This is an optimization exercise on Yosys and OpenROAD, whose aim is small area, a short achievable clock period and few clock cycles, not a production implementation.
The RTL was checked by simulation tests, not by an equivalence proof against the original design.
Power and IR drop assume default switching activity.

===== run.sh =====
#!/bin/bash
# synth_recipe.tcl (not shown) runs the flow's synth.tcl, then flattens the netlist and writes it again
# the make line also repeats each setting of config.mk as NAME=value (left out here)
make -C /OpenROAD-flow-scripts/flow DESIGN_CONFIG=/design/flow/config.mk WORK_HOME=/design/flow/orfs CLKGATE_MAP_FILE= SYNTH_SCRIPT=/design/flow/synth_recipe.tcl finish

===== config.mk =====
export PLATFORM = sky130hd
export DESIGN_NAME = hough_top
export DESIGN_NICKNAME = hough_top
export VERILOG_FILES = /design/flow/design.v
export SDC_FILE = /design/flow/constraint.sdc
export NUM_CORES = 4
export LEC_CHECK = 0
export ABC_AREA = 1
export CAP_MARGIN = 20
export CORE_MARGIN = 2
export CORE_UTILIZATION = 70
export SETUP_SLACK_MARGIN = 5
export SLEW_MARGIN = 20

===== constraint.sdc =====
create_clock -name core_clock -period 8.0 [get_ports {clk}]
set_input_delay 1.6000 -clock core_clock [delete_from_list [all_inputs] [get_ports {clk}]]
set_output_delay 1.6000 -clock core_clock [all_outputs]
set_load 0.01 [all_outputs]

===== design.v =====
package hough_pkg;
   localparam int IMG_DIM         = 10;    
   localparam int MAX_EDGES       = 32;    
   localparam int NUM_RAD_BINS    = 16;    
   localparam int MIN_RADIUS      = 1;
   localparam int MAX_RADIUS      = 6;
   localparam int X_VOTE_MIN      = 2;     
   localparam int Y_VOTE_MIN      = 1;
   localparam int DEFAULT_CENT_LO = 4;     
   localparam int DEFAULT_CENT_HI = 5;
   typedef logic [3:0] coord_t;       
   typedef logic [9:0] row_t;         
   typedef logic [9:0] cent_mask_t;   
   typedef logic [7:0] vote_t;        
   typedef logic [5:0] edge_cnt_t;    
   typedef logic [4:0] edge_idx_t;
   typedef logic [7:0] dist_sq_t;     
   typedef logic [3:0] radius_t;
   typedef logic [5:0] rad_cnt_t;
   typedef logic [7:0] rad_mask_t;    
   localparam coord_t LAST_COORD = coord_t'(IMG_DIM - 1);
   localparam logic [6*(MAX_RADIUS+1)-1:0] RAD_THRESH = {
      6'd13, 6'd12, 6'd10, 6'd8, 6'd4, 6'd4, 6'd0
   };
   typedef struct packed {
      coord_t x;   
      coord_t y;   
   } edge_pt_t;
   typedef struct packed {
      cent_mask_t x_mask;
      cent_mask_t y_mask;
   } cand_t;
   typedef struct packed {
      coord_t    x;
      coord_t    y;
      rad_mask_t rad_mask;
      logic      last;   
   } result_t;
   typedef enum logic [2:0] {
      LOAD, SCAN, PAIR_X, PAIR_Y, MASK, WAIT
   } voter_state_e;
   typedef enum logic [2:0] {
      IDLE, NEXT_CENT, FEED, DRAIN, JUDGE, EMIT
   } rad_state_e;
endpackage
`timescale 1ns/1ps
module radius_voter (
   input  logic        clk,
   input  logic        i_en,     
   input  logic [99:0] i_img,    
   input  logic [9:1]  i_u,      
   input  logic [9:1]  i_v,      
   output logic [6:1]  o_mask    
);
   wire [9:1] u = i_u;
   wire [9:1] v = i_v;
   wire r1g0_t0 = i_img[1] & v[1];
   wire r1g0_t1 = i_img[9] & ~v[9];
   wire r1g0_t2 = i_img[10] & u[1];
   wire r1g0_t3 = i_img[11] & ((u[1] & v[1]));
   wire r1g0_s1 = r1g0_t0 ^ r1g0_t1 ^ r1g0_t2;
   wire r1g0_c2 = (r1g0_t0 & r1g0_t1) | (r1g0_t0 & r1g0_t2) | (r1g0_t1 & r1g0_t2);
   wire [2:0] r1g0_n = {1'b0, r1g0_c2, r1g0_s1} + {1'b0, 1'b0, r1g0_t3};
   logic [2:0] r1g0_q;
   wire r1g1_t0 = i_img[19] & ((u[1] & ~v[9]));
   wire r1g1_t1 = i_img[90] & ~u[9];
   wire r1g1_t2 = i_img[91] & ((~u[9] & v[1]));
   wire r1g1_t3 = i_img[99] & ((~u[9] & ~v[9]));
   wire r1g1_s1 = r1g1_t0 ^ r1g1_t1 ^ r1g1_t2;
   wire r1g1_c2 = (r1g1_t0 & r1g1_t1) | (r1g1_t0 & r1g1_t2) | (r1g1_t1 & r1g1_t2);
   wire [2:0] r1g1_n = {1'b0, r1g1_c2, r1g1_s1} + {1'b0, 1'b0, r1g1_t3};
   logic [2:0] r1g1_q;
   wire r1z_s1 = r1g0_q[2] ^ r1g1_q[2] ^ 1'b1;
   wire r1z_c2 = (r1g0_q[2] & r1g1_q[2]) | (r1g0_q[2] & 1'b1) | (r1g1_q[2] & 1'b1);
   assign o_mask[1] = ((1'b1 & 1'b0) | ((1'b1 | 1'b0) & ((1'b1 & 1'b0) | ((1'b1 | 1'b0) & ((r1z_c2 & 1'b1) | ((r1z_c2 | 1'b1) & ((r1z_s1 & 1'b0) | ((r1z_s1 | 1'b0) & ((r1g0_q[1] & r1g1_q[1]) | ((r1g0_q[1] | r1g1_q[1]) & ((r1g0_q[0] & r1g1_q[0]) | ((r1g0_q[0] | r1g1_q[0]) & 1'b0))))))))))));
   wire r2g0_t0 = i_img[2] & v[2];
   wire r2g0_t1 = i_img[8] & ~v[8];
   wire r2g0_t2 = i_img[12] & ((u[1] & v[2]));
   wire r2g0_t3 = i_img[18] & ((u[1] & ~v[8]));
   wire r2g0_t4 = i_img[20] & u[2];
   wire r2g0_t5 = i_img[21] & ((u[2] & v[1]));
   wire r2g0_s1 = r2g0_t0 ^ r2g0_t1 ^ r2g0_t2;
   wire r2g0_c2 = (r2g0_t0 & r2g0_t1) | (r2g0_t0 & r2g0_t2) | (r2g0_t1 & r2g0_t2);
   wire r2g0_s3 = r2g0_t3 ^ r2g0_t4 ^ r2g0_t5;
   wire r2g0_c4 = (r2g0_t3 & r2g0_t4) | (r2g0_t3 & r2g0_t5) | (r2g0_t4 & r2g0_t5);
   wire [2:0] r2g0_n = {1'b0, r2g0_c2, r2g0_s1} + {1'b0, r2g0_c4, r2g0_s3};
   logic [2:0] r2g0_q;
   wire r2g1_t0 = i_img[22] & ((u[2] & v[2]));
   wire r2g1_t1 = i_img[28] & ((u[2] & ~v[8]));
   wire r2g1_t2 = i_img[29] & ((u[2] & ~v[9]));
   wire r2g1_t3 = i_img[80] & ~u[8];
   wire r2g1_t4 = i_img[81] & ((~u[8] & v[1]));
   wire r2g1_s1 = r2g1_t0 ^ r2g1_t1 ^ r2g1_t2;
   wire r2g1_c2 = (r2g1_t0 & r2g1_t1) | (r2g1_t0 & r2g1_t2) | (r2g1_t1 & r2g1_t2);
   wire r2g1_s3 = r2g1_s1 ^ r2g1_t3 ^ r2g1_t4;
   wire r2g1_c4 = (r2g1_s1 & r2g1_t3) | (r2g1_s1 & r2g1_t4) | (r2g1_t3 & r2g1_t4);
   wire [2:0] r2g1_n = {1'b0, r2g1_c4, r2g1_s3} + {1'b0, r2g1_c2, 1'b0};
   logic [2:0] r2g1_q;
   wire r2g2_t0 = i_img[82] & ((~u[8] & v[2]));
   wire r2g2_t1 = i_img[88] & ((~u[8] & ~v[8]));
   wire r2g2_t2 = i_img[89] & ((~u[8] & ~v[9]));
   wire r2g2_t3 = i_img[92] & ((~u[9] & v[2]));
   wire r2g2_t4 = i_img[98] & ((~u[9] & ~v[8]));
   wire r2g2_s1 = r2g2_t0 ^ r2g2_t1 ^ r2g2_t2;
   wire r2g2_c2 = (r2g2_t0 & r2g2_t1) | (r2g2_t0 & r2g2_t2) | (r2g2_t1 & r2g2_t2);
   wire r2g2_s3 = r2g2_s1 ^ r2g2_t3 ^ r2g2_t4;
   wire r2g2_c4 = (r2g2_s1 & r2g2_t3) | (r2g2_s1 & r2g2_t4) | (r2g2_t3 & r2g2_t4);
   wire [2:0] r2g2_n = {1'b0, r2g2_c4, r2g2_s3} + {1'b0, r2g2_c2, 1'b0};
   logic [2:0] r2g2_q;
   wire r2z_s1 = r2g0_q[0] ^ r2g1_q[0] ^ r2g2_q[0];
   wire r2z_c2 = (r2g0_q[0] & r2g1_q[0]) | (r2g0_q[0] & r2g2_q[0]) | (r2g1_q[0] & r2g2_q[0]);
   wire r2z_s3 = r2g0_q[1] ^ r2g1_q[1] ^ r2g2_q[1];
   wire r2z_c4 = (r2g0_q[1] & r2g1_q[1]) | (r2g0_q[1] & r2g2_q[1]) | (r2g1_q[1] & r2g2_q[1]);
   wire r2z_s5 = r2g0_q[2] ^ r2g1_q[2] ^ r2g2_q[2];
   wire r2z_c6 = (r2g0_q[2] & r2g1_q[2]) | (r2g0_q[2] & r2g2_q[2]) | (r2g1_q[2] & r2g2_q[2]);
   wire r2z_s7 = r2z_c4 ^ r2z_s5 ^ 1'b1;
   wire r2z_c8 = (r2z_c4 & r2z_s5) | (r2z_c4 & 1'b1) | (r2z_s5 & 1'b1);
   wire r2z_s9 = r2z_c8 ^ r2z_c6 ^ 1'b1;
   wire r2z_c10 = (r2z_c8 & r2z_c6) | (r2z_c8 & 1'b1) | (r2z_c6 & 1'b1);
   assign o_mask[2] = ((1'b1 & 1'b0) | ((1'b1 | 1'b0) & ((r2z_c10 & 1'b1) | ((r2z_c10 | 1'b1) & ((r2z_s9 & 1'b0) | ((r2z_s9 | 1'b0) & ((r2z_s7 & 1'b0) | ((r2z_s7 | 1'b0) & ((r2z_c2 & r2z_s3) | ((r2z_c2 | r2z_s3) & ((r2z_s1 & 1'b0) | ((r2z_s1 | 1'b0) & 1'b0))))))))))));
   wire r3g0_t0 = i_img[3] & v[3];
   wire r3g0_t1 = i_img[7] & ~v[7];
   wire r3g0_t2 = i_img[13] & ((u[1] & v[3]));
   wire r3g0_t3 = i_img[17] & ((u[1] & ~v[7]));
   wire r3g0_t4 = i_img[23] & ((u[2] & v[3]));
   wire r3g0_t5 = i_img[27] & ((u[2] & ~v[7]));
   wire r3g0_t6 = i_img[30] & u[3];
   wire r3g0_s1 = r3g0_t0 ^ r3g0_t1 ^ r3g0_t2;
   wire r3g0_c2 = (r3g0_t0 & r3g0_t1) | (r3g0_t0 & r3g0_t2) | (r3g0_t1 & r3g0_t2);
   wire r3g0_s3 = r3g0_t3 ^ r3g0_t4 ^ r3g0_t5;
   wire r3g0_c4 = (r3g0_t3 & r3g0_t4) | (r3g0_t3 & r3g0_t5) | (r3g0_t4 & r3g0_t5);
   wire r3g0_s5 = r3g0_s1 ^ r3g0_s3 ^ r3g0_t6;
   wire r3g0_c6 = (r3g0_s1 & r3g0_s3) | (r3g0_s1 & r3g0_t6) | (r3g0_s3 & r3g0_t6);
   wire r3g0_s7 = r3g0_c6 ^ r3g0_c2 ^ r3g0_c4;
   wire r3g0_c8 = (r3g0_c6 & r3g0_c2) | (r3g0_c6 & r3g0_c4) | (r3g0_c2 & r3g0_c4);
   wire [3:0] r3g0_n = {1'b0, r3g0_c8, r3g0_s7, r3g0_s5} + {1'b0, 1'b0, 1'b0, 1'b0};
   logic [2:0] r3g0_q;
   wire r3g1_t0 = i_img[31] & ((u[3] & v[1]));
   wire r3g1_t1 = i_img[32] & ((u[3] & v[2]));
   wire r3g1_t2 = i_img[38] & ((u[3] & ~v[8]));
   wire r3g1_t3 = i_img[39] & ((u[3] & ~v[9]));
   wire r3g1_t4 = i_img[70] & ~u[7];
   wire r3g1_t5 = i_img[71] & ((~u[7] & v[1]));
   wire r3g1_t6 = i_img[72] & ((~u[7] & v[2]));
   wire r3g1_s1 = r3g1_t0 ^ r3g1_t1 ^ r3g1_t2;
   wire r3g1_c2 = (r3g1_t0 & r3g1_t1) | (r3g1_t0 & r3g1_t2) | (r3g1_t1 & r3g1_t2);
   wire r3g1_s3 = r3g1_t3 ^ r3g1_t4 ^ r3g1_t5;
   wire r3g1_c4 = (r3g1_t3 & r3g1_t4) | (r3g1_t3 & r3g1_t5) | (r3g1_t4 & r3g1_t5);
   wire r3g1_s5 = r3g1_s1 ^ r3g1_s3 ^ r3g1_t6;
   wire r3g1_c6 = (r3g1_s1 & r3g1_s3) | (r3g1_s1 & r3g1_t6) | (r3g1_s3 & r3g1_t6);
   wire r3g1_s7 = r3g1_c6 ^ r3g1_c2 ^ r3g1_c4;
   wire r3g1_c8 = (r3g1_c6 & r3g1_c2) | (r3g1_c6 & r3g1_c4) | (r3g1_c2 & r3g1_c4);
   wire [3:0] r3g1_n = {1'b0, r3g1_c8, r3g1_s7, r3g1_s5} + {1'b0, 1'b0, 1'b0, 1'b0};
   logic [2:0] r3g1_q;
   wire r3g2_t0 = i_img[78] & ((~u[7] & ~v[8]));
   wire r3g2_t1 = i_img[79] & ((~u[7] & ~v[9]));
   wire r3g2_t2 = i_img[83] & ((~u[8] & v[3]));
   wire r3g2_t3 = i_img[87] & ((~u[8] & ~v[7]));
   wire r3g2_t4 = i_img[93] & ((~u[9] & v[3]));
   wire r3g2_t5 = i_img[97] & ((~u[9] & ~v[7]));
   wire r3g2_s1 = r3g2_t0 ^ r3g2_t1 ^ r3g2_t2;
   wire r3g2_c2 = (r3g2_t0 & r3g2_t1) | (r3g2_t0 & r3g2_t2) | (r3g2_t1 & r3g2_t2);
   wire r3g2_s3 = r3g2_t3 ^ r3g2_t4 ^ r3g2_t5;
   wire r3g2_c4 = (r3g2_t3 & r3g2_t4) | (r3g2_t3 & r3g2_t5) | (r3g2_t4 & r3g2_t5);
   wire [2:0] r3g2_n = {1'b0, r3g2_c2, r3g2_s1} + {1'b0, r3g2_c4, r3g2_s3};
   logic [2:0] r3g2_q;
   wire r3z_s1 = r3g0_q[0] ^ r3g1_q[0] ^ r3g2_q[0];
   wire r3z_c2 = (r3g0_q[0] & r3g1_q[0]) | (r3g0_q[0] & r3g2_q[0]) | (r3g1_q[0] & r3g2_q[0]);
   wire r3z_s3 = r3g0_q[1] ^ r3g1_q[1] ^ r3g2_q[1];
   wire r3z_c4 = (r3g0_q[1] & r3g1_q[1]) | (r3g0_q[1] & r3g2_q[1]) | (r3g1_q[1] & r3g2_q[1]);
   wire r3z_s5 = r3g0_q[2] ^ r3g1_q[2] ^ r3g2_q[2];
   wire r3z_c6 = (r3g0_q[2] & r3g1_q[2]) | (r3g0_q[2] & r3g2_q[2]) | (r3g1_q[2] & r3g2_q[2]);
   assign o_mask[3] = ((1'b1 & 1'b0) | ((1'b1 | 1'b0) & ((1'b1 & 1'b0) | ((1'b1 | 1'b0) & ((r3z_c6 & 1'b1) | ((r3z_c6 | 1'b1) & ((r3z_c4 & r3z_s5) | ((r3z_c4 | r3z_s5) & ((r3z_c2 & r3z_s3) | ((r3z_c2 | r3z_s3) & ((r3z_s1 & 1'b0) | ((r3z_s1 | 1'b0) & 1'b0))))))))))));
   wire r4g0_t0 = i_img[4] & v[4];
   wire r4g0_t1 = i_img[6] & ~v[6];
   wire r4g0_t2 = i_img[14] & ((u[1] & v[4]));
   wire r4g0_t3 = i_img[16] & ((u[1] & ~v[6]));
   wire r4g0_t4 = i_img[24] & ((u[2] & v[4]));
   wire r4g0_t5 = i_img[26] & ((u[2] & ~v[6]));
   wire r4g0_s1 = r4g0_t0 ^ r4g0_t1 ^ r4g0_t2;
   wire r4g0_c2 = (r4g0_t0 & r4g0_t1) | (r4g0_t0 & r4g0_t2) | (r4g0_t1 & r4g0_t2);
   wire r4g0_s3 = r4g0_t3 ^ r4g0_t4 ^ r4g0_t5;
   wire r4g0_c4 = (r4g0_t3 & r4g0_t4) | (r4g0_t3 & r4g0_t5) | (r4g0_t4 & r4g0_t5);
   wire [2:0] r4g0_n = {1'b0, r4g0_c2, r4g0_s1} + {1'b0, r4g0_c4, r4g0_s3};
   logic [2:0] r4g0_q;
   wire r4g1_t0 = i_img[33] & ((u[3] & v[3]));
   wire r4g1_t1 = i_img[37] & ((u[3] & ~v[7]));
   wire r4g1_t2 = i_img[40] & u[4];
   wire r4g1_t3 = i_img[41] & ((u[4] & v[1]));
   wire r4g1_t4 = i_img[42] & ((u[4] & v[2]));
   wire r4g1_t5 = i_img[48] & ((u[4] & ~v[8]));
   wire r4g1_s1 = r4g1_t0 ^ r4g1_t1 ^ r4g1_t2;
   wire r4g1_c2 = (r4g1_t0 & r4g1_t1) | (r4g1_t0 & r4g1_t2) | (r4g1_t1 & r4g1_t2);
   wire r4g1_s3 = r4g1_t3 ^ r4g1_t4 ^ r4g1_t5;
   wire r4g1_c4 = (r4g1_t3 & r4g1_t4) | (r4g1_t3 & r4g1_t5) | (r4g1_t4 & r4g1_t5);
   wire [2:0] r4g1_n = {1'b0, r4g1_c2, r4g1_s1} + {1'b0, r4g1_c4, r4g1_s3};
   logic [2:0] r4g1_q;
   wire r4g2_t0 = i_img[49] & ((u[4] & ~v[9]));
   wire r4g2_t1 = i_img[60] & ~u[6];
   wire r4g2_t2 = i_img[61] & ((~u[6] & v[1]));
   wire r4g2_t3 = i_img[62] & ((~u[6] & v[2]));
   wire r4g2_t4 = i_img[68] & ((~u[6] & ~v[8]));
   wire r4g2_t5 = i_img[69] & ((~u[6] & ~v[9]));
   wire r4g2_s1 = r4g2_t0 ^ r4g2_t1 ^ r4g2_t2;
   wire r4g2_c2 = (r4g2_t0 & r4g2_t1) | (r4g2_t0 & r4g2_t2) | (r4g2_t1 & r4g2_t2);
   wire r4g2_s3 = r4g2_t3 ^ r4g2_t4 ^ r4g2_t5;
   wire r4g2_c4 = (r4g2_t3 & r4g2_t4) | (r4g2_t3 & r4g2_t5) | (r4g2_t4 & r4g2_t5);
   wire [2:0] r4g2_n = {1'b0, r4g2_c2, r4g2_s1} + {1'b0, r4g2_c4, r4g2_s3};
   logic [2:0] r4g2_q;
   wire r4g3_t0 = i_img[73] & ((~u[7] & v[3]));
   wire r4g3_t1 = i_img[77] & ((~u[7] & ~v[7]));
   wire r4g3_t2 = i_img[84] & ((~u[8] & v[4]));
   wire r4g3_t3 = i_img[86] & ((~u[8] & ~v[6]));
   wire r4g3_t4 = i_img[94] & ((~u[9] & v[4]));
   wire r4g3_t5 = i_img[96] & ((~u[9] & ~v[6]));
   wire r4g3_s1 = r4g3_t0 ^ r4g3_t1 ^ r4g3_t2;
   wire r4g3_c2 = (r4g3_t0 & r4g3_t1) | (r4g3_t0 & r4g3_t2) | (r4g3_t1 & r4g3_t2);
   wire r4g3_s3 = r4g3_t3 ^ r4g3_t4 ^ r4g3_t5;
   wire r4g3_c4 = (r4g3_t3 & r4g3_t4) | (r4g3_t3 & r4g3_t5) | (r4g3_t4 & r4g3_t5);
   wire [2:0] r4g3_n = {1'b0, r4g3_c2, r4g3_s1} + {1'b0, r4g3_c4, r4g3_s3};
   logic [2:0] r4g3_q;
   wire r4z_s1 = r4g0_q[0] ^ r4g1_q[0] ^ r4g2_q[0];
   wire r4z_c2 = (r4g0_q[0] & r4g1_q[0]) | (r4g0_q[0] & r4g2_q[0]) | (r4g1_q[0] & r4g2_q[0]);
   wire r4z_s3 = r4g0_q[1] ^ r4g1_q[1] ^ r4g2_q[1];
   wire r4z_c4 = (r4g0_q[1] & r4g1_q[1]) | (r4g0_q[1] & r4g2_q[1]) | (r4g1_q[1] & r4g2_q[1]);
   wire r4z_s5 = r4g0_q[2] ^ r4g1_q[2] ^ r4g2_q[2];
   wire r4z_c6 = (r4g0_q[2] & r4g1_q[2]) | (r4g0_q[2] & r4g2_q[2]) | (r4g1_q[2] & r4g2_q[2]);
   wire r4z_s7 = r4z_c2 ^ r4z_s3 ^ r4g3_q[1];
   wire r4z_c8 = (r4z_c2 & r4z_s3) | (r4z_c2 & r4g3_q[1]) | (r4z_s3 & r4g3_q[1]);
   wire r4z_s9 = r4z_c4 ^ r4z_s5 ^ r4g3_q[2];
   wire r4z_c10 = (r4z_c4 & r4z_s5) | (r4z_c4 & r4g3_q[2]) | (r4z_s5 & r4g3_q[2]);
   wire r4z_s11 = r4z_c8 ^ r4z_s9 ^ 1'b1;
   wire r4z_c12 = (r4z_c8 & r4z_s9) | (r4z_c8 & 1'b1) | (r4z_s9 & 1'b1);
   wire r4z_s13 = r4z_c12 ^ r4z_c10 ^ r4z_c6;
   wire r4z_c14 = (r4z_c12 & r4z_c10) | (r4z_c12 & r4z_c6) | (r4z_c10 & r4z_c6);
   assign o_mask[4] = ((1'b1 & 1'b0) | ((1'b1 | 1'b0) & ((r4z_c14 & 1'b1) | ((r4z_c14 | 1'b1) & ((r4z_s13 & 1'b0) | ((r4z_s13 | 1'b0) & ((r4z_s11 & 1'b0) | ((r4z_s11 | 1'b0) & ((r4z_s7 & 1'b1) | ((r4z_s7 | 1'b1) & ((r4z_s1 & r4g3_q[0]) | ((r4z_s1 | r4g3_q[0]) & 1'b0))))))))))));
   wire r5g0_t0 = i_img[5];
   wire r5g0_t1 = i_img[15] & u[1];
   wire r5g0_t2 = i_img[25] & u[2];
   wire r5g0_t3 = i_img[34] & ((u[3] & v[4]));
   wire r5g0_t4 = i_img[35] & u[3];
   wire r5g0_t5 = i_img[36] & ((u[3] & ~v[6]));
   wire r5g0_t6 = i_img[43] & ((u[4] & v[3]));
   wire r5g0_s1 = r5g0_t0 ^ r5g0_t1 ^ r5g0_t2;
   wire r5g0_c2 = (r5g0_t0 & r5g0_t1) | (r5g0_t0 & r5g0_t2) | (r5g0_t1 & r5g0_t2);
   wire r5g0_s3 = r5g0_t3 ^ r5g0_t4 ^ r5g0_t5;
   wire r5g0_c4 = (r5g0_t3 & r5g0_t4) | (r5g0_t3 & r5g0_t5) | (r5g0_t4 & r5g0_t5);
   wire r5g0_s5 = r5g0_s1 ^ r5g0_s3 ^ r5g0_t6;
   wire r5g0_c6 = (r5g0_s1 & r5g0_s3) | (r5g0_s1 & r5g0_t6) | (r5g0_s3 & r5g0_t6);
   wire r5g0_s7 = r5g0_c6 ^ r5g0_c2 ^ r5g0_c4;
   wire r5g0_c8 = (r5g0_c6 & r5g0_c2) | (r5g0_c6 & r5g0_c4) | (r5g0_c2 & r5g0_c4);
   wire [3:0] r5g0_n = {1'b0, r5g0_c8, r5g0_s7, r5g0_s5} + {1'b0, 1'b0, 1'b0, 1'b0};
   logic [2:0] r5g0_q;
   wire r5g1_t0 = i_img[44] & ((u[4] & v[4]));
   wire r5g1_t1 = i_img[46] & ((u[4] & ~v[6]));
   wire r5g1_t2 = i_img[47] & ((u[4] & ~v[7]));
   wire r5g1_t3 = i_img[50];
   wire r5g1_t4 = i_img[51] & v[1];
   wire r5g1_t5 = i_img[52] & v[2];
   wire r5g1_t6 = i_img[53] & v[3];
   wire r5g1_s1 = r5g1_t0 ^ r5g1_t1 ^ r5g1_t2;
   wire r5g1_c2 = (r5g1_t0 & r5g1_t1) | (r5g1_t0 & r5g1_t2) | (r5g1_t1 & r5g1_t2);
   wire r5g1_s3 = r5g1_t3 ^ r5g1_t4 ^ r5g1_t5;
   wire r5g1_c4 = (r5g1_t3 & r5g1_t4) | (r5g1_t3 & r5g1_t5) | (r5g1_t4 & r5g1_t5);
   wire r5g1_s5 = r5g1_s1 ^ r5g1_s3 ^ r5g1_t6;
   wire r5g1_c6 = (r5g1_s1 & r5g1_s3) | (r5g1_s1 & r5g1_t6) | (r5g1_s3 & r5g1_t6);
   wire r5g1_s7 = r5g1_c6 ^ r5g1_c2 ^ r5g1_c4;
   wire r5g1_c8 = (r5g1_c6 & r5g1_c2) | (r5g1_c6 & r5g1_c4) | (r5g1_c2 & r5g1_c4);
   wire [3:0] r5g1_n = {1'b0, r5g1_c8, r5g1_s7, r5g1_s5} + {1'b0, 1'b0, 1'b0, 1'b0};
   logic [2:0] r5g1_q;
   wire r5g2_t0 = i_img[57] & ~v[7];
   wire r5g2_t1 = i_img[58] & ~v[8];
   wire r5g2_t2 = i_img[59] & ~v[9];
   wire r5g2_t3 = i_img[63] & ((~u[6] & v[3]));
   wire r5g2_t4 = i_img[64] & ((~u[6] & v[4]));
   wire r5g2_t5 = i_img[66] & ((~u[6] & ~v[6]));
   wire r5g2_s1 = r5g2_t0 ^ r5g2_t1 ^ r5g2_t2;
   wire r5g2_c2 = (r5g2_t0 & r5g2_t1) | (r5g2_t0 & r5g2_t2) | (r5g2_t1 & r5g2_t2);
   wire r5g2_s3 = r5g2_t3 ^ r5g2_t4 ^ r5g2_t5;
   wire r5g2_c4 = (r5g2_t3 & r5g2_t4) | (r5g2_t3 & r5g2_t5) | (r5g2_t4 & r5g2_t5);
   wire [2:0] r5g2_n = {1'b0, r5g2_c2, r5g2_s1} + {1'b0, r5g2_c4, r5g2_s3};
   logic [2:0] r5g2_q;
   wire r5g3_t0 = i_img[67] & ((~u[6] & ~v[7]));
   wire r5g3_t1 = i_img[74] & ((~u[7] & v[4]));
   wire r5g3_t2 = i_img[75] & ~u[7];
   wire r5g3_t3 = i_img[76] & ((~u[7] & ~v[6]));
   wire r5g3_t4 = i_img[85] & ~u[8];
   wire r5g3_t5 = i_img[95] & ~u[9];
   wire r5g3_s1 = r5g3_t0 ^ r5g3_t1 ^ r5g3_t2;
   wire r5g3_c2 = (r5g3_t0 & r5g3_t1) | (r5g3_t0 & r5g3_t2) | (r5g3_t1 & r5g3_t2);
   wire r5g3_s3 = r5g3_t3 ^ r5g3_t4 ^ r5g3_t5;
   wire r5g3_c4 = (r5g3_t3 & r5g3_t4) | (r5g3_t3 & r5g3_t5) | (r5g3_t4 & r5g3_t5);
   wire [2:0] r5g3_n = {1'b0, r5g3_c2, r5g3_s1} + {1'b0, r5g3_c4, r5g3_s3};
   logic [2:0] r5g3_q;
   wire r5z_s1 = r5g0_q[0] ^ r5g1_q[0] ^ r5g2_q[0];
   wire r5z_c2 = (r5g0_q[0] & r5g1_q[0]) | (r5g0_q[0] & r5g2_q[0]) | (r5g1_q[0] & r5g2_q[0]);
   wire r5z_s3 = r5g0_q[1] ^ r5g1_q[1] ^ r5g2_q[1];
   wire r5z_c4 = (r5g0_q[1] & r5g1_q[1]) | (r5g0_q[1] & r5g2_q[1]) | (r5g1_q[1] & r5g2_q[1]);
   wire r5z_s5 = r5g0_q[2] ^ r5g1_q[2] ^ r5g2_q[2];
   wire r5z_c6 = (r5g0_q[2] & r5g1_q[2]) | (r5g0_q[2] & r5g2_q[2]) | (r5g1_q[2] & r5g2_q[2]);
   wire r5z_s7 = r5z_c2 ^ r5z_s3 ^ r5g3_q[1];
   wire r5z_c8 = (r5z_c2 & r5z_s3) | (r5z_c2 & r5g3_q[1]) | (r5z_s3 & r5g3_q[1]);
   wire r5z_s9 = r5z_c4 ^ r5z_s5 ^ r5g3_q[2];
   wire r5z_c10 = (r5z_c4 & r5z_s5) | (r5z_c4 & r5g3_q[2]) | (r5z_s5 & r5g3_q[2]);
   wire r5z_s11 = r5z_c8 ^ r5z_s9 ^ 1'b1;
   wire r5z_c12 = (r5z_c8 & r5z_s9) | (r5z_c8 & 1'b1) | (r5z_s9 & 1'b1);
   wire r5z_s13 = r5z_c12 ^ r5z_c10 ^ r5z_c6;
   wire r5z_c14 = (r5z_c12 & r5z_c10) | (r5z_c12 & r5z_c6) | (r5z_c10 & r5z_c6);
   assign o_mask[5] = ((1'b1 & 1'b0) | ((1'b1 | 1'b0) & ((r5z_c14 & 1'b1) | ((r5z_c14 | 1'b1) & ((r5z_s13 & 1'b0) | ((r5z_s13 | 1'b0) & ((r5z_s11 & 1'b0) | ((r5z_s11 | 1'b0) & ((r5z_s7 & 1'b0) | ((r5z_s7 | 1'b0) & ((r5z_s1 & r5g3_q[0]) | ((r5z_s1 | r5g3_q[0]) & 1'b0))))))))))));
   wire r6g0_t0 = i_img[4] & ~v[4];
   wire r6g0_t1 = i_img[6] & v[6];
   wire r6g0_t2 = i_img[14] & ((u[1] & ~v[4]));
   wire r6g0_t3 = i_img[16] & ((u[1] & v[6]));
   wire r6g0_t4 = i_img[24] & ((u[2] & ~v[4]));
   wire r6g0_t5 = i_img[26] & ((u[2] & v[6]));
   wire r6g0_t6 = i_img[34] & ((u[3] & ~v[4]));
   wire r6g0_s1 = r6g0_t0 ^ r6g0_t1 ^ r6g0_t2;
   wire r6g0_c2 = (r6g0_t0 & r6g0_t1) | (r6g0_t0 & r6g0_t2) | (r6g0_t1 & r6g0_t2);
   wire r6g0_s3 = r6g0_t3 ^ r6g0_t4 ^ r6g0_t5;
   wire r6g0_c4 = (r6g0_t3 & r6g0_t4) | (r6g0_t3 & r6g0_t5) | (r6g0_t4 & r6g0_t5);
   wire r6g0_s5 = r6g0_s1 ^ r6g0_s3 ^ r6g0_t6;
   wire r6g0_c6 = (r6g0_s1 & r6g0_s3) | (r6g0_s1 & r6g0_t6) | (r6g0_s3 & r6g0_t6);
   wire r6g0_s7 = r6g0_c6 ^ r6g0_c2 ^ r6g0_c4;
   wire r6g0_c8 = (r6g0_c6 & r6g0_c2) | (r6g0_c6 & r6g0_c4) | (r6g0_c2 & r6g0_c4);
   wire [3:0] r6g0_n = {1'b0, r6g0_c8, r6g0_s7, r6g0_s5} + {1'b0, 1'b0, 1'b0, 1'b0};
   logic [2:0] r6g0_q;
   wire r6g1_t0 = i_img[36] & ((u[3] & v[6]));
   wire r6g1_t1 = i_img[40] & ~u[4];
   wire r6g1_t2 = i_img[41] & ((~u[4] & v[1]));
   wire r6g1_t3 = i_img[42] & ((~u[4] & v[2]));
   wire r6g1_t4 = i_img[43] & ((~u[4] & v[3]));
   wire r6g1_t5 = i_img[45] & u[4];
   wire r6g1_t6 = i_img[47] & ((~u[4] & ~v[7]));
   wire r6g1_s1 = r6g1_t0 ^ r6g1_t1 ^ r6g1_t2;
   wire r6g1_c2 = (r6g1_t0 & r6g1_t1) | (r6g1_t0 & r6g1_t2) | (r6g1_t1 & r6g1_t2);
   wire r6g1_s3 = r6g1_t3 ^ r6g1_t4 ^ r6g1_t5;
   wire r6g1_c4 = (r6g1_t3 & r6g1_t4) | (r6g1_t3 & r6g1_t5) | (r6g1_t4 & r6g1_t5);
   wire r6g1_s5 = r6g1_s1 ^ r6g1_s3 ^ r6g1_t6;
   wire r6g1_c6 = (r6g1_s1 & r6g1_s3) | (r6g1_s1 & r6g1_t6) | (r6g1_s3 & r6g1_t6);
   wire r6g1_s7 = r6g1_c6 ^ r6g1_c2 ^ r6g1_c4;
   wire r6g1_c8 = (r6g1_c6 & r6g1_c2) | (r6g1_c6 & r6g1_c4) | (r6g1_c2 & r6g1_c4);
   wire [3:0] r6g1_n = {1'b0, r6g1_c8, r6g1_s7, r6g1_s5} + {1'b0, 1'b0, 1'b0, 1'b0};
   logic [2:0] r6g1_q;
   wire r6g2_t0 = i_img[48] & ((~u[4] & ~v[8]));
   wire r6g2_t1 = i_img[49] & ((~u[4] & ~v[9]));
   wire r6g2_t2 = i_img[54] & v[4];
   wire r6g2_t3 = i_img[56] & ~v[6];
   wire r6g2_t4 = i_img[60] & u[6];
   wire r6g2_t5 = i_img[61] & ((u[6] & v[1]));
   wire r6g2_s1 = r6g2_t0 ^ r6g2_t1 ^ r6g2_t2;
   wire r6g2_c2 = (r6g2_t0 & r6g2_t1) | (r6g2_t0 & r6g2_t2) | (r6g2_t1 & r6g2_t2);
   wire r6g2_s3 = r6g2_t3 ^ r6g2_t4 ^ r6g2_t5;
   wire r6g2_c4 = (r6g2_t3 & r6g2_t4) | (r6g2_t3 & r6g2_t5) | (r6g2_t4 & r6g2_t5);
   wire [2:0] r6g2_n = {1'b0, r6g2_c2, r6g2_s1} + {1'b0, r6g2_c4, r6g2_s3};
   logic [2:0] r6g2_q;
   wire r6g3_t0 = i_img[62] & ((u[6] & v[2]));
   wire r6g3_t1 = i_img[63] & ((u[6] & v[3]));
   wire r6g3_t2 = i_img[65] & ~u[6];
   wire r6g3_t3 = i_img[67] & ((u[6] & ~v[7]));
   wire r6g3_t4 = i_img[68] & ((u[6] & ~v[8]));
   wire r6g3_t5 = i_img[69] & ((u[6] & ~v[9]));
   wire r6g3_s1 = r6g3_t0 ^ r6g3_t1 ^ r6g3_t2;
   wire r6g3_c2 = (r6g3_t0 & r6g3_t1) | (r6g3_t0 & r6g3_t2) | (r6g3_t1 & r6g3_t2);
   wire r6g3_s3 = r6g3_t3 ^ r6g3_t4 ^ r6g3_t5;
   wire r6g3_c4 = (r6g3_t3 & r6g3_t4) | (r6g3_t3 & r6g3_t5) | (r6g3_t4 & r6g3_t5);
   wire [2:0] r6g3_n = {1'b0, r6g3_c2, r6g3_s1} + {1'b0, r6g3_c4, r6g3_s3};
   logic [2:0] r6g3_q;
   wire r6g4_t0 = i_img[74] & ((~u[7] & ~v[4]));
   wire r6g4_t1 = i_img[76] & ((~u[7] & v[6]));
   wire r6g4_t2 = i_img[84] & ((~u[8] & ~v[4]));
   wire r6g4_t3 = i_img[86] & ((~u[8] & v[6]));
   wire r6g4_t4 = i_img[94] & ((~u[9] & ~v[4]));
   wire r6g4_t5 = i_img[96] & ((~u[9] & v[6]));
   wire r6g4_s1 = r6g4_t0 ^ r6g4_t1 ^ r6g4_t2;
   wire r6g4_c2 = (r6g4_t0 & r6g4_t1) | (r6g4_t0 & r6g4_t2) | (r6g4_t1 & r6g4_t2);
   wire r6g4_s3 = r6g4_t3 ^ r6g4_t4 ^ r6g4_t5;
   wire r6g4_c4 = (r6g4_t3 & r6g4_t4) | (r6g4_t3 & r6g4_t5) | (r6g4_t4 & r6g4_t5);
   wire [2:0] r6g4_n = {1'b0, r6g4_c2, r6g4_s1} + {1'b0, r6g4_c4, r6g4_s3};
   logic [2:0] r6g4_q;
   wire r6z_s1 = r6g0_q[0] ^ r6g1_q[0] ^ r6g2_q[0];
   wire r6z_c2 = (r6g0_q[0] & r6g1_q[0]) | (r6g0_q[0] & r6g2_q[0]) | (r6g1_q[0] & r6g2_q[0]);
   wire r6z_s3 = r6g3_q[0] ^ r6g4_q[0] ^ 1'b1;
   wire r6z_c4 = (r6g3_q[0] & r6g4_q[0]) | (r6g3_q[0] & 1'b1) | (r6g4_q[0] & 1'b1);
   wire r6z_s5 = r6g0_q[1] ^ r6g1_q[1] ^ r6g2_q[1];
   wire r6z_c6 = (r6g0_q[1] & r6g1_q[1]) | (r6g0_q[1] & r6g2_q[1]) | (r6g1_q[1] & r6g2_q[1]);
   wire r6z_s7 = r6g3_q[1] ^ r6g4_q[1] ^ 1'b1;
   wire r6z_c8 = (r6g3_q[1] & r6g4_q[1]) | (r6g3_q[1] & 1'b1) | (r6g4_q[1] & 1'b1);
   wire r6z_s9 = r6g0_q[2] ^ r6g1_q[2] ^ r6g2_q[2];
   wire r6z_c10 = (r6g0_q[2] & r6g1_q[2]) | (r6g0_q[2] & r6g2_q[2]) | (r6g1_q[2] & r6g2_q[2]);
   wire r6z_s11 = r6z_c2 ^ r6z_c4 ^ r6z_s5;
   wire r6z_c12 = (r6z_c2 & r6z_c4) | (r6z_c2 & r6z_s5) | (r6z_c4 & r6z_s5);
   wire r6z_s13 = r6z_c6 ^ r6z_c8 ^ r6z_s9;
   wire r6z_c14 = (r6z_c6 & r6z_c8) | (r6z_c6 & r6z_s9) | (r6z_c8 & r6z_s9);
   wire r6z_s15 = r6z_c12 ^ r6z_s13 ^ r6g3_q[2];
   wire r6z_c16 = (r6z_c12 & r6z_s13) | (r6z_c12 & r6g3_q[2]) | (r6z_s13 & r6g3_q[2]);
   wire r6z_s17 = r6z_c16 ^ r6z_c14 ^ r6z_c10;
   wire r6z_c18 = (r6z_c16 & r6z_c14) | (r6z_c16 & r6z_c10) | (r6z_c14 & r6z_c10);
   assign o_mask[6] = ((1'b1 & 1'b0) | ((1'b1 | 1'b0) & ((r6z_c18 & 1'b1) | ((r6z_c18 | 1'b1) & ((r6z_s17 & 1'b0) | ((r6z_s17 | 1'b0) & ((r6z_s15 & r6g4_q[2]) | ((r6z_s15 | r6g4_q[2]) & ((r6z_s11 & r6z_s7) | ((r6z_s11 | r6z_s7) & ((r6z_s1 & r6z_s3) | ((r6z_s1 | r6z_s3) & 1'b0))))))))))));
   always_ff @(posedge clk) begin
      if (i_en) begin
         r1g0_q <= r1g0_n[2:0];
         r1g1_q <= r1g1_n[2:0];
         r2g0_q <= r2g0_n[2:0];
         r2g1_q <= r2g1_n[2:0];
         r2g2_q <= r2g2_n[2:0];
         r3g0_q <= r3g0_n[2:0];
         r3g1_q <= r3g1_n[2:0];
         r3g2_q <= r3g2_n[2:0];
         r4g0_q <= r4g0_n[2:0];
         r4g1_q <= r4g1_n[2:0];
         r4g2_q <= r4g2_n[2:0];
         r4g3_q <= r4g3_n[2:0];
         r5g0_q <= r5g0_n[2:0];
         r5g1_q <= r5g1_n[2:0];
         r5g2_q <= r5g2_n[2:0];
         r5g3_q <= r5g3_n[2:0];
         r6g0_q <= r6g0_n[2:0];
         r6g1_q <= r6g1_n[2:0];
         r6g2_q <= r6g2_n[2:0];
         r6g3_q <= r6g3_n[2:0];
         r6g4_q <= r6g4_n[2:0];
      end
   end
endmodule
`timescale 1ns/1ps
module hough_top (
   input  logic                clk,
   input  logic                i_rst_n,
   input  logic                i_row_valid,
   input  hough_pkg::row_t     i_row,
   output logic                o_row_ready,
   output logic                o_res_valid,
   output hough_pkg::result_t  o_res,
   input  logic                i_res_ready
);
   logic [9:0] a_q [10];      
   logic [3:0] rcnt_q;        
   logic       afull_q;       
   logic       vld1_q;        
   logic [3:0] vrow_q;        
   logic       bvalid_q;      
   logic       take;
   logic       xfer;
   logic       blast;         
   assign xfer        = afull_q && (!bvalid_q || blast);
   assign o_row_ready = !afull_q || !bvalid_q;
   assign take        = i_row_valid && o_row_ready;
   always_ff @(posedge clk or negedge i_rst_n) begin
      if (!i_rst_n) begin
         rcnt_q  <= '0;
         afull_q <= 1'b0;
         vld1_q  <= 1'b0;
      end else begin
         vld1_q <= take;
         if (xfer) begin
            rcnt_q  <= take ? 4'd1 : 4'd0;
            afull_q <= 1'b0;
         end else if (take) begin
            rcnt_q  <= rcnt_q + 4'd1;
            afull_q <= (rcnt_q == 4'd9);
         end
      end
   end
   always_ff @(posedge clk) begin
      if (take) begin
         vrow_q <= xfer ? 4'd0 : rcnt_q;
         for (int i = 0; i < 9; i++) a_q[i] <= a_q[i+1];
         a_q[9] <= i_row;
      end
   end
   logic [1:0] xv_q [10];     
   logic [1:0] yv_q [1:9];    
   logic [2:0] xinc [10];
   logic [1:0] yinc [1:5];
   logic       first;
   function automatic logic [2:0] tadd(input logic [2:0] a, input logic [2:0] b);
      tadd[0] = a[0] | b[0];
      tadd[1] = a[1] | b[1] | (a[0] & b[0]);
      tadd[2] = a[2] | b[2] | (a[1] & b[0]) | (a[0] & b[1]);
   endfunction
   function automatic logic [2:0] tcnt10(input logic [9:0] m);
      logic [2:0] l1 [5];
      logic [2:0] l2 [3];
      for (int k = 0; k < 5; k++)
         l1[k] = {1'b0, m[2*k] & m[2*k+1], m[2*k] | m[2*k+1]};
      l2[0] = tadd(l1[0], l1[1]);
      l2[1] = tadd(l1[2], l1[3]);
      l2[2] = l1[4];
      tcnt10 = tadd(tadd(l2[0], l2[1]), l2[2]);
   endfunction
   assign first = (vrow_q == 4'd0);
   logic [9:0] xpairs [10];
   always_comb begin
      int n;
      for (int c = 0; c < 10; c++) begin
         xpairs[c] = '0;
         n = 0;
         for (int a = 0; a < 9; a++)
            for (int b = a + 1; b < 10; b++)
               if (((a + b) >> 1) == c) begin
                  xpairs[c][n] = a_q[9][a] & a_q[9][b];
                  n = n + 1;
               end
         xinc[c] = tcnt10(xpairs[c]);
      end
   end
   logic [2:0] ym1, ym2;
   always_comb begin
      for (int e = 1; e <= 5; e++) begin
         ym1 = (vrow_q >= 4'(2*e-1)) ? tcnt10(a_q[9] & a_q[9-(2*e-1)]) : 3'd0;
         ym2 = (e < 5 && vrow_q >= 4'(2*e)) ? tcnt10(a_q[9] & a_q[(9-2*e) < 0 ? 0 : 9-2*e]) : 3'd0;
         yinc[e] = tadd(ym1, ym2);
      end
   end
   logic [1:0] xv_n [10];
   logic [1:0] yv_n [1:9];
   logic [2:0] xo, xs_;
   logic [1:0] yo;
   always_comb begin
      for (int c = 0; c < 10; c++) begin
         xo      = first ? 3'd0 : {xv_q[c] == 2'd3, xv_q[c][1], xv_q[c] != 2'd0};
         xs_     = tadd(xo, xinc[c]);
         xv_n[c] = {xs_[1], xs_[2] | (xs_[0] & !xs_[1])};
      end
      for (int e = 1; e <= 9; e++) begin
         yo = (first || e == 1) ? 2'd0 : yv_q[e-1];
         if (e <= 5) begin
            yv_n[e][0] = yo[0] | yinc[e][0];
            yv_n[e][1] = yo[1] | yinc[e][1] | (yo[0] & yinc[e][0]);
         end else begin
            yv_n[e] = yo;
         end
      end
   end
   always_ff @(posedge clk) begin
      if (vld1_q) begin
         for (int c = 0; c < 10; c++) xv_q[c] <= xv_n[c];
         for (int e = 1; e <= 9; e++)  yv_q[e] <= yv_n[e];
      end
   end
   logic       v2_q;          
   logic       v2first_q;     
   logic [3:0] v2row_q;       
   logic [9:0] r2_q;          
   logic [3:0] pop_q;         
   logic [5:0] room_q;        
   logic [3:0] prow_q;        
   logic [9:0] pcol_q;        
   logic       cutok_q;       
   logic [3:0] pop1;
   logic [5:0] proom;
   logic [5:0] pleft;         
   logic       pcross;
   logic [2:0] plo [5];       
   logic [2:0] psu [5:9];     
   logic [3:0] room4_q;       
   logic [3:0] r4;            
   logic [3:0] pdrop;         
   logic [5:0] tr;            
   logic [4:0] ld;            
   logic [9:0] kc;
   function automatic logic [3:0] pop10(input logic [9:0] b);
      logic s0, c0, s1, c1, s2, c2, t0, d0, u1, f1, e0, g1, h;
      s0 = b[0] ^ b[1] ^ b[2];  c0 = (b[0] & b[1]) | (b[0] & b[2]) | (b[1] & b[2]);
      s1 = b[3] ^ b[4] ^ b[5];  c1 = (b[3] & b[4]) | (b[3] & b[5]) | (b[4] & b[5]);
      s2 = b[6] ^ b[7] ^ b[8];  c2 = (b[6] & b[7]) | (b[6] & b[8]) | (b[7] & b[8]);
      t0 = s0 ^ s1 ^ s2;        d0 = (s0 & s1) | (s0 & s2) | (s1 & s2);
      pop10[0] = t0 ^ b[9];     e0 = t0 & b[9];
      u1 = c0 ^ c1 ^ c2;        f1 = (c0 & c1) | (c0 & c2) | (c1 & c2);
      pop10[1] = u1 ^ d0 ^ e0;  g1 = (u1 & d0) | (u1 & e0) | (d0 & e0);
      pop10[2] = f1 ^ g1;       h  = f1 & g1;
      pop10[3] = h;
   endfunction
   assign pop1 = pop10(a_q[9]);
   function automatic logic [2:0] pc5(input logic [4:0] b);
      logic s1, c1, c2;
      s1 = b[0] ^ b[1] ^ b[2];  c1 = (b[0] & b[1]) | (b[0] & b[2]) | (b[1] & b[2]);
      pc5[0] = s1 ^ b[3] ^ b[4];
      c2 = (s1 & b[3]) | (s1 & b[4]) | (b[3] & b[4]);
      pc5[1] = c1 ^ c2;
      pc5[2] = c1 & c2;
   endfunction
   always_comb begin
      proom  = v2first_q ? 6'd32 : room_q;
      pleft  = proom - {2'd0, pop_q};
      pcross = (proom != 6'd0) && ({2'd0, pop_q} >= proom);
      plo[0] = pc5({4'd0, r2_q[0]});
      plo[1] = pc5({3'd0, r2_q[1:0]});
      plo[2] = pc5({2'd0, r2_q[2:0]});
      plo[3] = pc5({1'd0, r2_q[3:0]});
      plo[4] = pc5(r2_q[4:0]);
      psu[5] = pc5({1'd0, r2_q[9:6]});
      psu[6] = pc5({2'd0, r2_q[9:7]});
      psu[7] = pc5({3'd0, r2_q[9:8]});
      psu[8] = pc5({4'd0, r2_q[9]});
      psu[9] = 3'd0;
      r4    = v2first_q ? 4'd15 : room4_q;
      pdrop = pop_q - r4;
      for (int k = 0; k < 6; k++) tr[k] = r4 >= 4'(k);
      for (int k = 0; k < 5; k++) ld[k] = pdrop <= 4'(k);
      for (int j = 0; j < 5; j++) kc[j] = tr[plo[j]];
      for (int j = 5; j < 10; j++) kc[j] = ld[psu[j]];
   end
   always_ff @(posedge clk or negedge i_rst_n) begin
      if (!i_rst_n) v2_q <= 1'b0;
      else          v2_q <= vld1_q;
   end
   always_ff @(posedge clk) begin
      if (vld1_q) begin
         v2first_q <= first;
         v2row_q   <= vrow_q;
         r2_q      <= a_q[9];
         pop_q     <= pop1;
      end
      if (v2_q) begin
         room_q  <= pcross ? 6'd0 : pleft;
         room4_q <= pcross ? 4'd0 : ((pleft > 6'd15) ? 4'd15 : pleft[3:0]);
         if (v2first_q) prow_q <= 4'd15;
         if (pcross) begin
            prow_q <= v2row_q;
            pcol_q <= kc;
         end
         if (v2first_q)                                        cutok_q <= 1'b0;
         else if (v2row_q == 4'd9)                             cutok_q <= 1'b1;
         else if (v2row_q == 4'd8 && !pcross && pleft > 6'd10) cutok_q <= 1'b1;
         else if (v2row_q == 4'd7 && !pcross && pleft > 6'd20) cutok_q <= 1'b1;
      end
   end
   logic [9:0] b_q [10];
   logic       mpend_q;       
   logic       cutpend_q;     
   logic       bmv_q;         
   logic       used_q;        
   logic [9:0] bxm_q;         
   logic [9:0] bym_q;         
   logic [3:0] bcx_q;
   logic [3:0] bcy_q;
   logic [9:0] xm_c;
   logic [9:0] ym_c;
   logic       xstep;
   logic       ystep;
   logic       bready;
   logic       sload;
   always_comb begin
      for (int c = 0; c < 10; c++) xm_c[c] = (xv_q[c] == 2'd3);
      for (int c = 0; c < 9; c++)  ym_c[c] = yv_q[9-c][1];
      ym_c[9] = 1'b0;
      if (xm_c == '0) xm_c = 10'h030;
      if (ym_c == '0) ym_c = 10'h030;
   end
   assign xstep  = bvalid_q && bmv_q && !cutpend_q && (!bxm_q[0] || used_q);
   assign ystep  = bvalid_q && bmv_q && !cutpend_q && !bym_q[0];
   assign bready = bvalid_q && bmv_q && !cutpend_q && bxm_q[0] && bym_q[0] && !used_q;
   assign blast  = sload && (bxm_q[9:1] == '0);
   always_ff @(posedge clk or negedge i_rst_n) begin
      if (!i_rst_n) begin
         bvalid_q <= 1'b0;
         mpend_q  <= 1'b0;
         cutpend_q <= 1'b0;
         bmv_q    <= 1'b0;
         used_q   <= 1'b0;
      end else begin
         mpend_q <= xfer && vld1_q;    
         if (xfer) cutpend_q <= !cutok_q;
         else      cutpend_q <= cutpend_q && !cutok_q;
         if (xfer) begin
            bvalid_q <= 1'b1;
            bmv_q    <= !vld1_q;
            used_q   <= 1'b0;
         end else begin
            if (mpend_q) bmv_q <= 1'b1;
            if (sload) begin
               if (bxm_q[9:1] == '0) bvalid_q <= 1'b0;
               else                  used_q   <= 1'b1;
            end else if (xstep) begin
               used_q <= 1'b0;
            end
         end
      end
   end
   always_ff @(posedge clk) begin
      if (xfer) begin
         bcx_q <= '0;
         bcy_q <= '0;
         for (int i = 0; i < 10; i++)
            for (int j = 0; j < 10; j++)
               b_q[i][j] <= a_q[i][j] &    
                            ((4'(i) < prow_q) || ((4'(i) == prow_q) && pcol_q[j]));
         if (!vld1_q) begin
            bxm_q <= xm_c;
            bym_q <= ym_c;
         end
      end else begin
         if (mpend_q) begin
            bxm_q <= xm_c;
            bym_q <= ym_c;
         end
         if (cutpend_q)
            for (int i = 8; i < 10; i++)
               for (int j = 0; j < 10; j++)
                  b_q[i][j] <= b_q[i][j] &
                               ((4'(i) < prow_q) || ((4'(i) == prow_q) && pcol_q[j]));
         if (xstep) begin
            bcx_q <= bcx_q + 4'd1;
            bxm_q <= bxm_q >> 1;
         end
         if (ystep) begin
            bcy_q <= bcy_q + 4'd1;
            bym_q <= bym_q >> 1;
         end
         if (xstep || ystep)
            for (int i = 0; i < 10; i++)
               for (int j = 0; j < 10; j++)
                  b_q[i][j] <= b_q[(i + (ystep ? 1 : 0)) % 10][(j + (xstep ? 1 : 0)) % 10];
      end
   end
   logic [9:0] s_q [10];
   logic       svalid_q;
   logic [9:0] sym_q;         
   logic [3:0] scx_q;
   logic [3:0] scy_q;
   logic       slastx_q;      
   logic       sfinal;
   logic       sfinal_q;      
   logic       kvalid_q;      
   logic       stall;
   logic       adv;
   logic [99:0] s_flat;
   logic [9:1] u;             
   logic [9:1] v;             
   logic [6:1] rmask;
   assign stall  = kvalid_q;
   assign adv    = !stall;
   assign sfinal = sfinal_q;
   assign sload  = bready && (!svalid_q || (sfinal && adv));
   always_ff @(posedge clk or negedge i_rst_n) begin
      if (!i_rst_n) begin
         svalid_q <= 1'b0;
      end else begin
         if (sload)                       svalid_q <= 1'b1;
         else if (svalid_q && adv && sfinal) svalid_q <= 1'b0;
      end
   end
   always_ff @(posedge clk) begin
      if (sload) begin
         for (int i = 0; i < 10; i++) s_q[i] <= b_q[i];
         sym_q    <= bym_q;
         sfinal_q <= (bym_q[9:1] == '0);
         scx_q    <= bcx_q;
         for (int k = 1; k < 10; k++) begin
            u[k] <= ({1'b0, bcy_q} + 5'(k)) <= 5'd9;
            v[k] <= ({1'b0, bcx_q} + 5'(k)) <= 5'd9;
         end
         scy_q    <= bcy_q;
         slastx_q <= (bxm_q[9:1] == '0);
      end else if (svalid_q && adv) begin
         for (int i = 0; i < 10; i++) s_q[i] <= s_q[(i + 1) % 10];
         sym_q    <= sym_q >> 1;
         sfinal_q <= (sym_q[9:2] == '0);
         scy_q <= scy_q + 4'd1;
         u     <= {1'b0, u[9:2]};
      end
   end
   always_comb begin
      for (int i = 0; i < 10; i++)
         for (int j = 0; j < 10; j++) s_flat[10*i + j] = s_q[i][j];
   end
   radius_voter u_judge (
      .clk    (clk),
      .i_en   (adv),
      .i_img  (s_flat),
      .i_u    (u),
      .i_v    (v),
      .o_mask (rmask)
   );
   logic       pvalid_q;
   logic [3:0] pcx_q;
   logic [3:0] pcy_q;
   logic       plast_q;
   hough_pkg::result_t pres;
   hough_pkg::result_t kres_q;
   logic               offer;
   logic               ofree;
   assign pres  = {pcx_q, pcy_q, 1'b0, rmask, 1'b0, plast_q};
   assign offer = pvalid_q && adv;
   assign ofree = !o_res_valid || i_res_ready;
   always_ff @(posedge clk or negedge i_rst_n) begin
      if (!i_rst_n) begin
         pvalid_q    <= 1'b0;
         o_res_valid <= 1'b0;
         kvalid_q    <= 1'b0;
      end else begin
         if (adv) pvalid_q <= svalid_q && sym_q[0];
         if (ofree) begin
            o_res_valid <= kvalid_q || offer;
            kvalid_q    <= 1'b0;
         end else if (offer) begin
            kvalid_q    <= 1'b1;
         end
      end
   end
   always_ff @(posedge clk) begin
      if (adv) begin
         pcx_q   <= scx_q;
         pcy_q   <= scy_q;
         plast_q <= slastx_q && sfinal;
      end
      if (ofree) o_res  <= kvalid_q ? kres_q : pres;
      if (!kvalid_q) kres_q <= pres;
   end
endmodule

==> notes.md, run 1 <==
* Placer Congestion at 1.002
* Via Count at 25268
* DRC viols at 0
* Most frequent CP cell: fa_1
* Die X at 214.7 um
* M3 GR Usage at 0.07431
* Final setup fails at 0
* Synth warn at 54
* Status: no timing/DRC/antenna violations
* Top cells by count, synth: nand2_1, edfxtp_1, inv_1
* Setup CP Type: flip-flop to flip-flop
* Share of cells above drive strength 1 at 0.06089
* Critical Path Source Type: flip-flop
* Final #Nets at 3393
* First-pass GRT wire length at 139000 um
* H-tree depth at 2
* Netlist cell types at 68
* Family with the most delay on the worst path: adder cells
* Buffer and inverter count on the worst path at 2
* Final Cycle Share at 0.3760
* PwrDens at 445.1 mW/mm^2
* Slew @ Worst Pin at 0.9700 ns
* TritonCTS clock tree: done
* Clock Latency Late Sink at 0.63 ns
* Hold Fails Final Rpt at 0
* Fill cells at 2882
* Detailed Route WL at 92380 um
* Register bit total from synthesis at between 500 and 600
* Data required, critical path at 8.48 ns
* # Max-Cap Violations at 0
* Leakage Power at 0.01417 uW
* Top cells by area, synth: edfxtp_1, nand2_1, fa_1, o21ai_0, inv_1
* Total grt overflow at 0
* Core ar. at 0.04403 mm^2
* Syn Std Cell Area at 0.03108 mm^2
* Rows at 77
* Max Freq at approximately 0.33 GHz
* Via/cell ratio at ~6.6
* Initial core utilization at 0.7060
* Die Y at 214.7 um
* GRT Total Usage at 0.3968
* FFs w/ async S/R, synth at 0.02832
* Vias in the first global route at 24158
* Pins Over Slew Limit at 0
* Largest stage delay, worst path at roughly 0.57 ns
* Area leader, netlist: edfxtp_1
* Initial antenna violation count at 2
* Area grow syn2layout at 9.367%
* EDFF count, synth at ~520
* Max-slew headroom at 0.3533
* Pin count of the biggest net entering global routing at 91
* RSZ-0062 raised after global routing: yes
* Post-Syn Nets at 3400
* Setup_tns at 0 ns
* Yosys top cell area share at 0.5062
* DRT iter0 DRCs at roughly 4500
* Worst EP arrival at 3.49 ns
* Worst-case clock buffer depth at 3
* IO buf count at 32
* CP max stage cell: fa_1
* CTS hold repair buffers at 0
* DP Wirelength at approximately 65000 um
* Util after Layout at 0.7721
* IO Pins at 33
* Average cell area after synthesis at just under 10 um^2
* Seq/Total Area, Yosys at 0.5352
* Final ANT Viol Nets at 0
* Crit end category: flip-flop
* Final Skew at 0.02063 ns
* Count leader, synth: nand2_1
* Top Usage Layer GRT: met2
* Critical Path, Cell by Cell: fa_1 -> fa_1 -> inv_1 -> ha_1 -> inv_1 -> fa_1 -> nand2_1 -> or4_4 -> a21oi_2
* DIE AREA at about 0.046 mm^2
* Syn Inst Count at approximately 3200
* Peak VDD IR at between 0.0002 and 0.0003 V
* Drt wl/cell at about 24 um
* CTS Root Cell: clkbuf_16
* Worst-path fanout max at 2
* CTS sink cnt at 565
* Ys flop type: edfxtp_1
* Min cycle time layout at 3.008 ns
* Num CTS Buffers at 57
* GR Util met1 at 0.5244
* Worst Hold Class: flip-flop to flip-flop
* Worst-path clk slew at 0.06 ns
* Met2 Resource Use GR at 0.6370
* First-pass detailed-route iteration total at 8
cell families (layout without fill, tap and decap cells):
logic type,count (synthesis),in the layout,synth area share
AOI/OAI and AO/OA,639,639,0.1210
xor gates and xnor gates,16,16,0.004509
adders and majority gates,177,177,0.09460
DFF,565,565,0.5352
and+or+nand+nor,1249,1252,0.1704
buffers and inverters,562,601,0.07363
other,0,1,0
muxes,2,2,0.0006441
cell type report:
class	count	area [um^2]	share of cell area
Timing Repair Buffer	69	664.4	0.01954
Timing Repair inverter	2	10.01	0.0002945
Multi-Input combinational cell	2086	12300	0.3618
Antenna cell	1	2.502	0.00007361
Sequential cell	565	16640	0.4895
Clock inverter	26	279.0	0.008208
Clock buffer	82	1717	0.05050
Tap cell	592	740.7	0.02179
Inverter	422	1642	0.04829
through the flow:
stage               total power (uW)  cell area, um^2  setup WS [ns]  std cells  hold slack (ns)
detailed placement             11930            31670          3.646       3718           0.4090
global route                   15960            33990          4.894       3844           0.4359
CTS                            14840            33850          4.963       3835           0.4239
global placement               11560            31670          3.765       3718           0.4013
floorplan                       9858            31110          4.371       3210           0.3758
finish                         15130            33990          4.992       3845           0.4227
worst register-to-register path, cell delays in order (launching register included):
cell and delay, ns:
edfxtp_1 0.40, fa_1 0.57, fa_1 0.41, inv_1 0.08, ha_1 0.15, inv_1 0.06, fa_1 0.53, nand2_1 0.09
or4_4 0.43, a21oi_2 0.15
registers in the layout, indices dropped and copies added, names as in the netlist, 10 cells and up:
name    flops
s_q       100
bxm_q      10
pcol_q     10
yv_q       13
a_q       100
kres_q     17
xv_q       20
o_res      17
b_q       100
what timing repair did:
action	in CTS	in global routing
endpoints found under the hold margin	0	0
buffers inserted	6	6
endpoints found under the setup margin	537	320
pin swaps	4	5
resized for setup	53	18
gates cloned	3	3
path summary, 6_finish.rpt:
kind	start	to	slack, ns	cells after the start
min in group asynchronous	i_rst_n	v2_q	1.39	2
worst min-delay path	scx_q[3]	pcx_q[3]	0.42	0
worst min register to register	scx_q[3]	pcx_q[3]	0.42	0
worst max register to register	u_judge.r5g2_q[2]	o_res[6]	4.99	9
worst max-delay path	u_judge.r5g2_q[2]	o_res[6]	4.99	9
max in group asynchronous	i_rst_n	vld1_q	6.25	2
cell usage in the layout (no fill, tap or decap), types with 26 or more instances in the layout:
master | Yosys | final
nand2_1 | 728 | 725
edfxtp_1 | 524 | 524
inv_1 | 408 | 403
o21ai_0 | 340 | 338
nor2_1 | 207 | 205
nand3_1 | 166 | 165
fa_1 | 97 | 96
ha_1 | 79 | 79
a21oi_1 | 79 | 77
clkbuf_16 | 0 | 63
o22ai_1 | 51 | 51
nand4_1 | 49 | 49
nor3_1 | 48 | 48
o211ai_1 | 44 | 44
buf_4 | 8 | 26
per-layer routing:
| layer | vias up | wire length, um |
|---|---|---|
| li1 | 11034 | - |
| met1 | 11939 | 32560 |
| met5 | - | 11 |
| met4 | 2 | 6065 |
| met2 | 1899 | 42750 |
| met3 | 394 | 10990 |
power by group:
part / total, uW / leakage (uW) / internal, uW / switching (uW)
Clock: 2830 / 0.000972 / 1660 / 1180
Sequential: 6000 / 0.00552 / 5120 / 881
Combinational: 6300 / 0.00768 / 2000 / 4300
Testbench counts, summed over its fixed seeds: cycles 2,832.
==> inputs of run 2 (changes only) <==
--- a/config.mk
+++ b/config.mk
@@ -5,7 +5,6 @@
 export SDC_FILE = /design/flow/constraint.sdc
 export NUM_CORES = 4
 export LEC_CHECK = 0
-export ABC_AREA = 1
 export CAP_MARGIN = 20
 export CORE_MARGIN = 2
 export CORE_UTILIZATION = 70
==> run 2 against run 1 <==
Still clean; clock skew rose by 0.0088 ns; design area rose by 0.43%; clock power rose by 4%; sequential power rose by 6.3%; critical path type unchanged; largest cell class unchanged; highest routed layer unchanged.
==> notes.md, run 2 <==
* Top Usage Layer GRT: met2
* Setup_tns at 0 ns
* Final setup fails at 0
* Worst-path clk slew at 0.06 ns
* Top cells by count, synth: nand2_1, edfxtp_1, a21oi_1
* Vias in the first global route at 23186
* CTS sink cnt at 565
* Min cycle time layout at 2.956 ns
* Netlist cell types at 87
* Count leader, synth: nand2_1
* Yosys top cell area share at 0.5037
* Final Non-Filler Cells at 3541
* Placed instance count at approximately 3400
* IO Pins at 33
* H-tree depth at 2
* Max-slew headroom at 0.3181
* Status: no timing/DRC/antenna violations
* Max Freq at approximately 0.34 GHz
* Setup CP Type: flip-flop to flip-flop
* Most common library cell in the layout ignoring fill and taps: nand2_1
* Worst-path fanout max at 32
* Via/cell ratio at just under 7
* PwrDens at 450.2 mW/mm^2
* GR Util met1 at 0.5310
* Average cell area after synthesis at 10.59 um^2
* TritonCTS clock tree: done
* Critical Path, Cell by Cell: buf_6 -> fa_1 -> inv_1 -> fa_1 -> inv_1 -> ha_1 -> fa_1 -> ha_1
* Fill cells at between 2000 and 3000
* Syn Std Cell Area at 0.03124 mm^2
* Critical Path Source Type: flip-flop
* Pins Over Slew Limit at 0
* Post-Syn Nets at 3140
* Crit end category: flip-flop
* Worst EP arrival at around 3.3 ns
* Detailed Route WL at ~90000 um
* Largest stage delay, worst path at 0.60 ns
* Final Skew at 0.02942 ns
* Core ar. at ~0.044 mm^2
* Syn Inst Count at 2950
* First-pass GRT wire length at 136900 um
* Die X at 215.2 um
* RSZ-0062 raised after global routing: no
* Slew @ Worst Pin at 1.023 ns
* FFs w/ async S/R, synth at 0.02832
* DRT iter0 DRCs at 3982
* Clock Latency Late Sink at 0.63 ns
* Via Count at 24291
* Rows at 77
* Hold Fails Final Rpt at 0
* Met2 Resource Use GR at 0.6115
* Seq/Total Area, Yosys at 0.5326
* Largest registers: a_q x100, b_q x100, s_q x100
* Multi-input gate area at 0.01350 mm^2
* DRC viols at 0
* CP max stage cell: fa_1
* Die Y at 215.2 um
* Area grow syn2layout at 9.293%
* Total grt overflow at 0
* Worst Hold Class: flip-flop to flip-flop
* GRT Total Usage at 0.3858
* Initial core utilization at 0.7079
* Most frequent cells in the layout: nand2_1, edfxtp_1, nand3_1, a21oi_1, o21ai_0
* Final Cycle Share at 0.3695
* Final #Nets at 3093
* Share of cells above drive strength 1 at 0.07121
* Area leader, netlist: edfxtp_1
* Fin area at 0.03414 mm^2
* DP Wirelength at ~61000 um
* Area after DPL at 0.03183 mm^2
* EDFF count, synth at 524
* CTS Root Cell: clkbuf_16
* Data required, critical path at 8.36 ns
* Register bit total from synthesis at roughly 570
* Final ANT Viol Nets at 0
* Synth warn at 54
* Leakage Power at about 0.013 uW
* Diodes inserted at 0
* Pin count of the biggest net entering global routing at 108
* Peak VDD IR at 0.0003022 V
* IO buf count at 32
* M3 GR Usage at 0.07374
* Num CTS Buffers at 57
* First-pass detailed-route iteration total at 7
* Initial antenna violation count at 2
* Top cells by area, synth: edfxtp_1, nand2_1, fa_1, ha_1, a21oi_1
* # Max-Cap Violations at 0
* Placer Congestion at 1.024
* DIE AREA at 0.04633 mm^2
* Drt wl/cell at 25.39 um
* Most frequent CP cell: fa_1
* Ys flop type: edfxtp_1
* Register area at 0.01664 mm^2
* Worst-case clock buffer depth at 3
## run 2: power breakdown
part / total [uW] / switching (uW) / internal (uW)
clock network: 2950 / 1160 / 1780
logic: 6040 / 3830 / 2210
registers: 6380 / 1240 / 5150
total: 15400 / 6230 / 9140
## run 2: kinds of logic (layout without fill, tap and decap cells)
kind of cell	count (synthesis)	after routing	share of synthesized area
and+or+nand+nor	1171	1172	0.1685
AOI/OAI and AO/OA	630	630	0.1353
DFF	565	565	0.5326
buffers and inverters	315	313	0.04062
adders and majority gates	184	184	0.09641
muxes	59	59	0.01927
xor gates and xnor gates	26	26	0.007290
## run 2: routing by layer
layer  share of wire  vias up  routed length (um)
met3            0.12      350               10870
met2            0.46     1798               41550
met4           0.053        4                4790
met5         0.00029        -                  26
li1                -    10541                   -
met1            0.36    11598               32690
## run 2: metrics by stage
step           hold slack [ns]    util  power, uW  setup WS, ns
2_1_floorplan           0.3790       -      10060         4.366
3_3_place_gp            0.4039  0.7214      11710         3.900
3_5_place_dp            0.4105  0.7214      12070         3.843
4_1_cts                 0.4204  0.7711      15140         4.935
5_1_grt                 0.4334  0.7737      16170         4.974
6_report                0.4202  0.7737      15370         5.044
## run 2: layout make-up
class	count	share of cell area
Clock buffer	71	0.04603
Clock inverter	34	0.01462
Inverter	131	0.01455
Multi-Input combinational cell	2071	0.3956
Sequential cell	565	0.4874
Tap cell	592	0.02170
Timing Repair Buffer	75	0.01979
Timing Repair inverter	2	0.0003665
## run 2: worst max-delay path, delay by kind of cell, from the launching register on
family	cells	cell delay (ns)
DFF	1	0.38
buffers and inverters	3	0.36
adders and majority gates	5	1.95
## run 2: path summary, 6_finish.rpt
check	from	slack, ns	cells past startpoint	to
max in group asynchronous	i_rst_n	6.04	1	bvalid_q
max reg2reg	a_q[9][6]	5.04	8	pop_q[2]
max	a_q[9][6]	5.04	8	pop_q[2]
min reg2reg	scx_q[2]	0.42	0	pcx_q[2]
min	scx_q[2]	0.42	0	pcx_q[2]
min in group asynchronous	i_rst_n	1.44	1	vld1_q
## run 2: repair_timing
action / in CTS / in global routing
gates cloned: 2 / 1
gates resized for setup: 44 / 11
buffers inserted: 5 / 9
hold endpoints to repair: 0 / 0
pin swaps: 3 / 3
hold buffers: 0 / 0
endpoints found under the setup margin: 409 / 198

## separate check: timing with driven ports
Ports are ideal in the flow. The routed layouts listed here were re-timed in OpenROAD. Step 1 assumes that a clkbuf_16 drives the clock port and a buf_2 every other input. Step 2 times the ports against the registers' clock, not the clock port: input delays grow and output delays shrink by t, the midpoint of the rising clock arrivals with the driver on. Slacks: ideal ports / drivers / drivers and shift; pairs: ideal ports / drivers.
run | t (ns) | setup slack, ns | clock arrival spread, ns | cell pins on the clock port's net
run 1 | 0.676 | 4.992 / 4.982 / 4.586 | 0.025 / 0.025 | 1
run 2 | 0.670 | 5.044 / 4.987 / 4.546 | 0.033 / 0.032 | 1
After both steps setup and hold are still met in every run listed. The setup slack of run 2, which loses most, moves by -0.057 ns with the drivers and by -0.498 ns with both steps.
